This design comes from an exercise in tuning for small area, a short achievable clock period and few clock cycles on the open sky130 flow, not from production work. In this exercise RTL edits were held to simulation tests only and were not proved equivalent to the original.

ember:
==> flow/design.v (excerpt) <==
module weight_binner #(
  parameter int                             NUM_BINS         = 16,   
  parameter int                             BIN_DEPTH        = 8,
  parameter int                             BLOCK_WEIGHTS    = 64,
  parameter logic [binning_pkg::ADDR_W-1:0] DRAM_BASE        = 32'h8000_0000,
  parameter int                             BIN_REGION_BYTES = 1024
) (
  input  wire                             Clk,
  input  wire                             arst_n,
  input  wire                             stream_valid,
  input  wire [binning_pkg::WEIGHT_W-1:0] stream_data,
  output logic                            stream_ready,
  input  wire                             start,
  output logic                            done,
  output logic                            bus_cmd_req,
  output logic [binning_pkg::ADDR_W-1:0]  bus_cmd_addr,
  output logic [binning_pkg::LEN_W-1:0]   bus_cmd_len,
  output logic [binning_pkg::WEIGHT_W-1:0] wr_beat_data,
  output logic                            wr_beat_sof_n,
  output logic                            wr_beat_eof_n,
  output logic                            wr_beat_src_rdy_n,
  input  wire                             cmd_ack,
  input  wire                             cmd_cmplt,
  input  wire                             dst_rdy_n
);
  ...
Size: ~5,400 cells after synthesis, about 2,400 flip-flops, roughly 0.092 mm^2 of cells after synthesis.
Settings: LEC_CHECK=0, ABC_CLOCK_PERIOD_IN_PS=3000, CAP_MARGIN=20, CORE_MARGIN=2, CORE_UTILIZATION=55, CTS_CLUSTER_DIAMETER=60, CTS_CLUSTER_SIZE=20, SETUP_SLACK_MARGIN=5.0, SLEW_MARGIN=20; clock period 8.0 ns.
run.sh (not shown) runs the stock make flow with config.mk's settings and CLKGATE_MAP_FILE= SYNTH_SCRIPT=/design/flow/synth_recipe.tcl, a recipe that flattens the netlist after the stock synthesis.
ember completed end to end with timing, DRC and antenna clean.
Testbench counts of ember, summed over its fixed seeds: cycles 41,938.
Input-level comparison between umber and ember:
--- a/flow/design.v
+++ b/flow/design.v
@@ -86,12 +86,13 @@
   logic          last_seen;    
   logic [BW-1:0] last_bin;
   logic          last_fired;   
   logic          last_taken;
   logic          accept;
   logic          take;         
+  logic          take_q;       
   logic          peek;         
   logic          proc;         
   logic [BW-1:0] p_bin;
   logic          f_v;          
   logic [BW-1:0] f_bin;
   logic [KW-1:0] f_k;
@@ -241,16 +242,14 @@
   assign out_v_nxt = out_take || (out_v && !xfer);
   assign wr_beat_data      = out_data;
   assign wr_beat_sof_n     = out_sof_n;
   assign wr_beat_eof_n     = out_eof_n;
   assign wr_beat_src_rdy_n = src_rdy_n_q;
   always_ff @(posedge Clk) begin
-    if (take) begin
-      for (int i = 0; i < NS - 1; i++) begin
-        if (a_sel[i]) slot[i] <= stream_data;
-      end
+    for (int i = 0; i < NS - 1; i++) begin
+      if (a_sel[i]) slot[i] <= stream_data;
     end
     if (peek) begin
       last_bin <= p_bin;
     end
     if (start && !busy) begin
       for (int b = 0; b < NUM_BINS; b++) cnt[b] <= '0;
@@ -319,12 +318,13 @@
       rmask       <= '0;
       rdone       <= 1'b0;
       cb_bin_s    <= '0;
       valid       <= '0;
       match       <= '0;
       ht_q        <= 1'b0;
+      take_q      <= 1'b0;
       pb_left     <= '0;
       pb_first    <= 1'b0;
       hv          <= 1'b0;
       out_v       <= 1'b0;
       open_q      <= 1'b0;
       src_rdy_n_q <= 1'b1;
@@ -386,13 +386,14 @@
         done       <= 1'b1;
         busy       <= 1'b0;
         last_seen  <= 1'b0;
         last_fired <= 1'b0;
         last_taken <= 1'b0;
       end
-      ht_q <= head_take;
+      ht_q   <= head_take;
+      take_q <= take;
       if (pb_load) begin
         pb_left  <= cb_n;
         pb_first <= 1'b1;
         match    <= snap;
       end else if (head_take) begin
         match    <= match & ~cand;
@@ -405,13 +406,13 @@
           last_fired <= 1'b1;
         end
       end else if (out_take) begin
         hv <= 1'b0;
       end
       for (int i = 0; i < NS - 1; i++) begin
-        if (take && a_sel[i]) begin
+        if (take_q && a_sel[i+1]) begin
           valid[i] <= 1'b1;
         end else if (ht_q && h_sel[i]) begin
           valid[i] <= 1'b0;
         end
       end
       out_v       <= out_v_nxt;
[summary]
umber against ember: synthesized area stayed essentially flat; global-route wire length before repair fell by about 3.7%; routed wire length fell by 4.4%; post-placement setup slack fell by 31 ps.
Taking ember as the reference, in umber fmax +0.0012 GHz; total routing usage reported by global routing fell by 2.0 points; post-route non-filler standard cell count roughly the same.
Testbench counts of umber, summed over its fixed seeds: cycles 41,938.

port drivers added, routing unchanged:
The results above use ideal ports. As a check the final layouts listed here were re-extracted and re-timed, cells and wires unchanged.
Step 1 assumes that a clkbuf_16 drives the clock port and a buf_2 every other input.
Step 2 moves the port delays by t, midway between the first and last clock arrival at a register: inputs arrive t later, outputs are due t later. That takes back most of the time a late clock gives input paths.
Three values: no drivers, after step 1, after step 2; two values: the first two.
run	t (ns)	setup slack, ns	worst setup path after step 2	latest minus earliest clock arrival (ns)
ember	0.930	4.824 / 4.741 / 4.005	input to register	0.049 / 0.049
umber	0.875	4.835 / 4.754 / 4.011	input to register	0.047 / 0.047
After both steps every run listed still meets setup and hold. For umber, which loses most, drivers alone change the setup slack by -0.081 ns; drivers and shift together by -0.824 ns.
